Background: an optimization exercise with open tools, aiming at small area and a short achievable clock period. Do not read the settings as production practice.
Where RTL was checked, it was by simulation tests only, not by an equivalence proof against the original.
Power and IR drop assume default switching activity.

==> run a <==
==> flow/design.v <==
package rv_pkg;
  localparam int XLEN = 32;
  localparam int REG_ADDR_W = 5;
  localparam int NUM_REGS = 32;
endpackage
module rv_core_top (
  input  logic                          clk_i,
  input  logic                          arst_n_i,
  input  logic                          instr_valid_i,
  input  logic [rv_pkg::XLEN-1:0]       instr_i,
  input  logic [rv_pkg::XLEN-1:0]       pc_i,
  output logic                          rd_we_o,
  output logic [rv_pkg::REG_ADDR_W-1:0] rd_addr_o,
  output logic [rv_pkg::XLEN-1:0]       rd_data_o,
  output logic                          illegal_o
);
  logic [6:0] opcode;
  logic [2:0] funct3;
  logic [6:0] funct7;
  logic [4:0] rd, rs1, rs2;
  logic       is_lui, is_auipc, is_opimm, is_op, is_alu;
  logic       f7_zero, f7_alt, legal;
  assign opcode = instr_i[6:0];
  assign funct3 = instr_i[14:12];
  assign funct7 = instr_i[31:25];
  assign rd     = instr_i[11:7];
  assign rs1    = instr_i[19:15];
  assign rs2    = instr_i[24:20];
  assign is_lui   = (opcode == 7'b0110111);
  assign is_auipc = (opcode == 7'b0010111);
  assign is_opimm = (opcode == 7'b0010011);
  assign is_op    = (opcode == 7'b0110011);
  assign is_alu   = is_opimm | is_op;
  assign f7_zero  = (funct7 == 7'b0000000);
  assign f7_alt   = (funct7 == 7'b0100000);
  always_comb begin
    legal = is_lui | is_auipc;
    if (is_opimm) begin
      if (funct3 == 3'b001)      legal = f7_zero;
      else if (funct3 == 3'b101) legal = f7_zero | f7_alt;
      else                       legal = 1'b1;
    end
    if (is_op) begin
      legal = f7_zero | (f7_alt & (funct3 == 3'b000 || funct3 == 3'b101));
    end
  end
  logic [31:0] regs [1:31];
  logic [31:1] valid;
  logic [31:1] wr_en;
  logic [31:1] rd_ok;
  always_comb begin
    for (int i = 1; i < 32; i++) begin
      wr_en[i] = rd_we_o && (rd_addr_o == 5'(i));
    end
  end
  always_ff @(posedge clk_i or negedge arst_n_i) begin
    if (!arst_n_i) begin
      valid <= '0;
    end else begin
      valid <= valid | wr_en;
    end
  end
  always_ff @(posedge clk_i) begin
    for (int i = 1; i < 32; i++) begin
      regs[i] <= ({32{wr_en[i]}} & rd_data_o) | ({32{!wr_en[i]}} & regs[i]);
    end
  end
  assign rd_ok = valid & ~wr_en;
  logic        a_reg, b_reg;
  logic        rs1_fwd, rs2_fwd;
  logic [31:1] rs1_sel, rs2_sel;
  logic [31:0] imm, op_a, op_b;
  assign a_reg = !(is_lui || is_auipc);
  assign b_reg = is_op;
  assign rs1_fwd = rd_we_o && (rd_addr_o == rs1) && a_reg;
  assign rs2_fwd = rd_we_o && (rd_addr_o == rs2) && b_reg;
  always_comb begin
    for (int i = 1; i < 32; i++) begin
      rs1_sel[i] = (rs1 == 5'(i)) && rd_ok[i] && a_reg;
      rs2_sel[i] = (rs2 == 5'(i)) && rd_ok[i] && b_reg;
    end
  end
  assign imm = is_alu ? {{20{instr_i[31]}}, instr_i[31:20]} : {instr_i[31:12], 12'b0};
  always_comb begin
    op_a = ({32{is_auipc}} & pc_i) | ({32{rs1_fwd}} & rd_data_o);
    op_b = ({32{!b_reg}} & imm)    | ({32{rs2_fwd}} & rd_data_o);
    for (int i = 1; i < 32; i++) begin
      op_a = op_a | ({32{rs1_sel[i]}} & regs[i]);
      op_b = op_b | ({32{rs2_sel[i]}} & regs[i]);
    end
  end
  logic        do_sub;
  logic [31:0] b_inv, bit_g, bit_t;
  logic        c0_pre, c0_sum;
  logic [31:0] pg_t [0:5];
  logic [31:0] pg_g [0:5];
  logic [31:0] carry;
  logic [31:0] sum;
  logic        cout, lt_s, lt_u;
  assign do_sub = is_alu && ((funct3 == 3'b010) || (funct3 == 3'b011) ||
                             (is_op && funct3 == 3'b000 && instr_i[30]));
  assign b_inv  = op_b ^ {32{do_sub}};
  assign bit_g = op_a & b_inv;
  assign bit_t = op_a | b_inv;
  assign c0_pre = (op_a[0] & b_inv[0]) | (op_a[0] & do_sub) | (b_inv[0] & do_sub);
  assign c0_sum = bit_g[0] | (bit_t[0] & do_sub);
  always_comb begin
    pg_g[0]    = bit_g;
    pg_t[0]    = bit_t;
    pg_g[0][0] = c0_pre;
    for (int l = 0; l < 5; l++) begin
      for (int i = 0; i < 32; i++) begin
        if (i >= (1 << l)) begin
          pg_g[l+1][i] = pg_g[l][i] | (pg_t[l][i] & pg_g[l][i - (1 << l)]);
          pg_t[l+1][i] = pg_t[l][i] & pg_t[l][i - (1 << l)];
        end else begin
          pg_g[l+1][i] = pg_g[l][i];
          pg_t[l+1][i] = pg_t[l][i];
        end
      end
    end
  end
  assign carry = {pg_g[5][30:1], c0_sum, do_sub};
  always_comb begin
    sum[0] = op_a[0] ^ op_b[0];
    for (int i = 1; i < 32; i++) sum[i] = (bit_t[i] ^ carry[i]) ^ bit_g[i];
  end
  assign cout  = pg_g[5][31];
  assign lt_u  = !cout;
  assign lt_s  = !cout ^ op_a[31] ^ op_b[31];
  logic        shift_left, fill;
  logic [4:0]  shamt;
  logic [31:0] sh_in, sh_out, sh_rev;
  logic [31:0] sh_st [0:5];
  assign shamt      = op_b[4:0];
  assign shift_left = !funct3[2];
  assign fill       = instr_i[30] && op_a[31] && !shift_left;
  always_comb begin
    for (int i = 0; i < 32; i++) sh_in[i] = shift_left ? op_a[31-i] : op_a[i];
  end
  always_comb begin
    sh_st[0] = sh_in;
    for (int l = 0; l < 5; l++) begin
      for (int i = 0; i < 32; i++) begin
        if (i + (1 << l) < 32) sh_st[l+1][i] = shamt[l] ? sh_st[l][i + (1 << l)] : sh_st[l][i];
        else                   sh_st[l+1][i] = shamt[l] ? fill : sh_st[l][i];
      end
    end
  end
  assign sh_out = sh_st[5];
  always_comb begin
    for (int i = 0; i < 32; i++) sh_rev[i] = sh_out[31-i];
  end
  logic sel_add, sel_sll, sel_slt, sel_sltu, sel_xor, sel_sr, sel_or, sel_and;
  logic [31:0] result;
  assign sel_add  = !is_alu || funct3 == 3'b000;
  assign sel_sll  = is_alu && funct3 == 3'b001;
  assign sel_slt  = is_alu && funct3 == 3'b010;
  assign sel_sltu = is_alu && funct3 == 3'b011;
  assign sel_xor  = is_alu && funct3 == 3'b100;
  assign sel_sr   = is_alu && funct3 == 3'b101;
  assign sel_or   = is_alu && funct3 == 3'b110;
  assign sel_and  = is_alu && funct3 == 3'b111;
  assign result = ({32{sel_add}} & sum)
                | ({32{sel_sll}} & sh_rev)
                | ({32{sel_sr}}  & sh_out)
                | ({32{sel_xor}} & (op_a ^ op_b))
                | ({32{sel_or}}  & (op_a | op_b))
                | ({32{sel_and}} & (op_a & op_b))
                | {31'b0, (sel_slt & lt_s) | (sel_sltu & lt_u)};
  logic wb_fire;
  assign wb_fire = instr_valid_i && legal && (rd != 5'b0);
  always_ff @(posedge clk_i or negedge arst_n_i) begin
    if (!arst_n_i) begin
      rd_we_o   <= 1'b0;
      illegal_o <= 1'b0;
      rd_addr_o <= '0;
      rd_data_o <= '0;
    end else begin
      rd_we_o   <= wb_fire;
      illegal_o <= instr_valid_i && !legal;
      if (wb_fire) begin
        rd_addr_o <= rd;
        rd_data_o <= result;
      end
    end
  end
endmodule
==> flow/run.sh <==
#!/bin/bash
# synth_recipe.tcl (not shown) runs the flow's synth.tcl, then flattens the netlist and writes it again
# the make line also repeats each setting of config.mk as NAME=value (left out here)
make -C /OpenROAD-flow-scripts/flow DESIGN_CONFIG=/design/flow/config.mk WORK_HOME=/design/flow/orfs CLKGATE_MAP_FILE= SYNTH_SCRIPT=/design/flow/synth_recipe.tcl finish
==> flow/config.mk <==
export PLATFORM = sky130hd
export DESIGN_NAME = rv_core_top
export DESIGN_NICKNAME = rv_core_top
export VERILOG_FILES = /design/flow/design.v
export SDC_FILE = /design/flow/constraint.sdc
export NUM_CORES = 4
export LEC_CHECK = 0
export ABC_AREA = 1
export CAP_MARGIN = 20
export CORE_MARGIN = 2
export CORE_UTILIZATION = 35
export CTS_BUF_LIST = sky130_fd_sc_hd__clkbuf_8
export CTS_CLUSTER_SIZE = 12
export SETUP_SLACK_MARGIN = 4
export SLEW_MARGIN = 20
==> flow/constraint.sdc <==
create_clock -name core_clock -period 9.0 [get_ports {clk_i}]
set_input_delay 1.8000 -clock core_clock [delete_from_list [all_inputs] [get_ports {clk_i}]]
set_output_delay 1.8000 -clock core_clock [all_outputs]
set_load 0.01 [all_outputs]
==> inputs of run b, as changes to run a <==
==> flow/design.v (replaced) <==
package rv_pkg;
  localparam int XLEN = 32;
  localparam int REG_ADDR_W = 5;
  localparam int NUM_REGS = 32;
endpackage
module rv_core_top (
  input  logic                          clk_i,
  input  logic                          arst_n_i,
  input  logic                          instr_valid_i,
  input  logic [rv_pkg::XLEN-1:0]       instr_i,
  input  logic [rv_pkg::XLEN-1:0]       pc_i,
  output logic                          rd_we_o,
  output logic [rv_pkg::REG_ADDR_W-1:0] rd_addr_o,
  output logic [rv_pkg::XLEN-1:0]       rd_data_o,
  output logic                          illegal_o
);
  logic [6:0] opcode;
  logic [2:0] funct3;
  logic [6:0] funct7;
  logic [4:0] rd, rs1, rs2;
  logic       is_lui, is_auipc, is_opimm, is_op, is_alu;
  logic       f7_zero, f7_alt, legal;
  assign opcode = instr_i[6:0];
  assign funct3 = instr_i[14:12];
  assign funct7 = instr_i[31:25];
  assign rd     = instr_i[11:7];
  assign rs1    = instr_i[19:15];
  assign rs2    = instr_i[24:20];
  assign is_lui   = (opcode == 7'b0110111);
  assign is_auipc = (opcode == 7'b0010111);
  assign is_opimm = (opcode == 7'b0010011);
  assign is_op    = (opcode == 7'b0110011);
  assign is_alu   = is_opimm | is_op;
  assign f7_zero  = (funct7 == 7'b0000000);
  assign f7_alt   = (funct7 == 7'b0100000);
  always_comb begin
    legal = is_lui | is_auipc;
    if (is_opimm) begin
      if (funct3 == 3'b001)      legal = f7_zero;
      else if (funct3 == 3'b101) legal = f7_zero | f7_alt;
      else                       legal = 1'b1;
    end
    if (is_op) begin
      legal = f7_zero | (f7_alt & (funct3 == 3'b000 || funct3 == 3'b101));
    end
  end
  logic [31:0] regs [1:31];
  logic [31:0] regs_nxt [1:31];
  logic [31:1] valid;
  logic [31:1] valid_nxt;
  logic [31:1] wr_en;
  logic [31:0] rs1_data, rs2_data;
  always_comb begin
    for (int i = 1; i < 32; i++) begin
      wr_en[i] = rd_we_o && (rd_addr_o == 5'(i));
    end
  end
  assign valid_nxt = valid | wr_en;
  always_comb begin
    for (int i = 1; i < 32; i++) begin
      regs_nxt[i] = wr_en[i] ? rd_data_o : regs[i];
    end
  end
  always_ff @(posedge clk_i or negedge arst_n_i) begin
    if (!arst_n_i) begin
      valid <= '0;
    end else begin
      valid <= valid_nxt;
    end
  end
  always_ff @(posedge clk_i) begin
    for (int i = 1; i < 32; i++) begin
      regs[i] <= regs_nxt[i];
    end
  end
  logic [31:1] rs1_sel, rs2_sel;
  always_comb begin
    for (int i = 1; i < 32; i++) begin
      rs1_sel[i] = (rs1 == 5'(i)) && valid_nxt[i];
      rs2_sel[i] = (rs2 == 5'(i)) && valid_nxt[i];
    end
  end
  always_comb begin
    rs1_data = '0;
    rs2_data = '0;
    for (int i = 1; i < 32; i++) begin
      rs1_data = rs1_data | ({32{rs1_sel[i]}} & regs_nxt[i]);
      rs2_data = rs2_data | ({32{rs2_sel[i]}} & regs_nxt[i]);
    end
  end
  logic [31:0] imm, op_a, op_b;
  logic [4:0]  shamt;
  assign imm  = is_alu ? {{20{instr_i[31]}}, instr_i[31:20]} : {instr_i[31:12], 12'b0};
  assign op_a = is_auipc ? pc_i : (is_lui ? 32'b0 : rs1_data);
  assign op_b = is_op ? rs2_data : imm;
  assign shamt = op_b[4:0];
  logic        do_sub, shift_left, arith;
  logic [32:0] sum;
  logic        lt_s, lt_u;
  logic [31:0] sh_in, sh_out, sh_rev;
  logic [31:0] result;
  assign do_sub = is_alu && ((funct3 == 3'b010) || (funct3 == 3'b011) ||
                             (is_op && funct3 == 3'b000 && instr_i[30]));
  assign sum    = {1'b0, op_a} + {1'b0, op_b ^ {32{do_sub}}} + {32'b0, do_sub};
  assign lt_u   = !sum[32];
  assign lt_s   = (op_a[31] ^ op_b[31]) ? op_a[31] : sum[31];
  assign shift_left = !funct3[2];
  assign arith      = instr_i[30] && op_a[31];
  always_comb begin
    for (int i = 0; i < 32; i++) sh_in[i] = shift_left ? op_a[31-i] : op_a[i];
  end
  assign sh_out = 32'($signed({arith, sh_in}) >>> shamt);
  always_comb begin
    for (int i = 0; i < 32; i++) sh_rev[i] = sh_out[31-i];
  end
  always_comb begin
    result = sum[31:0];
    if (is_alu) begin
      case (funct3)
        3'b001:  result = sh_rev;
        3'b010:  result = {31'b0, lt_s};
        3'b011:  result = {31'b0, lt_u};
        3'b100:  result = op_a ^ op_b;
        3'b101:  result = sh_out;
        3'b110:  result = op_a | op_b;
        3'b111:  result = op_a & op_b;
        default: result = sum[31:0];
      endcase
    end
  end
  logic wb_fire;
  assign wb_fire = instr_valid_i && legal && (rd != 5'b0);
  always_ff @(posedge clk_i or negedge arst_n_i) begin
    if (!arst_n_i) begin
      rd_we_o   <= 1'b0;
      illegal_o <= 1'b0;
      rd_addr_o <= '0;
      rd_data_o <= '0;
    end else begin
      rd_we_o   <= wb_fire;
      illegal_o <= instr_valid_i && !legal;
      if (wb_fire) begin
        rd_addr_o <= rd;
        rd_data_o <= result;
      end
    end
  end
endmodule
CORE_UTILIZATION = 40   (was 35)
CTS_BUF_LIST = default   (was sky130_fd_sc_hd__clkbuf_8)
CTS_CLUSTER_SIZE = default   (was 12)
SETUP_SLACK_MARGIN = 3   (was 4)
==> inputs of run c, as changes to run a <==
--- a/flow/design.v
+++ b/flow/design.v
@@ -125,3 +125,4 @@
     sum[0] = op_a[0] ^ op_b[0];
-    for (int i = 1; i < 32; i++) sum[i] = (bit_t[i] ^ carry[i]) ^ bit_g[i];
+    sum[1] = (op_a[1] ^ op_b[1]) ^ (do_sub ^ c0_sum);
+    for (int i = 2; i < 32; i++) sum[i] = (bit_t[i] ^ carry[i]) ^ bit_g[i];
   end
CTS_BUF_LIST = default   (was sky130_fd_sc_hd__clkbuf_8)
CTS_CLUSTER_DIAMETER = 100   (was default)
CTS_CLUSTER_SIZE = 20   (was 12)
==> comparison table <==
| quantity | run b | run a | run c |
|---|---|---|---|
| Run status | no timing/DRC/antenna violations | no timing/DRC/antenna violations | no timing/DRC/antenna violations |
| Buf/Inv on CP | 5 | 4 | 6 |
| Met3 track demand over resource | 0.233 | 0.263 | 0.298 |
| Worst setup timing slack at the placement stage | 0.619 ns | 0.972 ns | 0.921 ns |
| Clock share of power | 0.438 | 0.396 | 0.326 |
| Global-route met2 utilization | 0.659 | 0.661 | 0.685 |
| Die footprint | 0.140 mm^2 | 0.179 mm^2 | 0.178 mm^2 |
| Flip-flop and latch area | 0.0216 mm^2 | 0.0315 mm^2 | 0.0315 mm^2 |
| Layout Skew | 0.0469 ns | 0.120 ns | 0.0706 ns |
| Crit path max-delay cell type | o211ai_1 | nor2_1 | clkdlybuf4s50_1 |
| Post-synthesis adder-cell area fraction | 0.0220 | 0.0133 | 0.0131 |
| Sequential-to-total area share from yosys stat | 0.393 | 0.512 | 0.516 |
| Clock H-tree levels | 3 | 4 | 3 |
| Count of plain and timing-repair buffers in the layout | 717 | 782 | 802 |
The RTL of run b was laid out without a check of its function.

==> static timing again, ports no longer ideal <==
No port has a modelled driver above. Below, the same layouts with a new extraction and two added sets of constraints.
Step 1 sets driving cells, clkbuf_16 on the clock port and buf_2 on the other inputs (assumed; they add their load-dependent delay and slew).
Step 2 adds t to the input delays and takes it off the output delays; t is the mean of the earliest and latest rising clock arrival at the registers after step 1. Input paths then give back, and output paths get back, about the clock's delay inside the block.
Slacks: ideal ports / drivers / drivers and shift; pairs: ideal ports / drivers.
run	t (ns)	slack for setup (ns)	cell pins on the clock port's net
run a	1.078	3.924 / 3.928 / 2.898	1
run b	0.853	2.838 / 2.838 / 2.058	1
run c	0.875	3.714 / 3.779 / 2.905	1
After both steps setup and hold are still met in every run listed. For run a, which loses most, drivers alone change the setup slack by +0.004 ns; drivers and shift together by -1.026 ns.
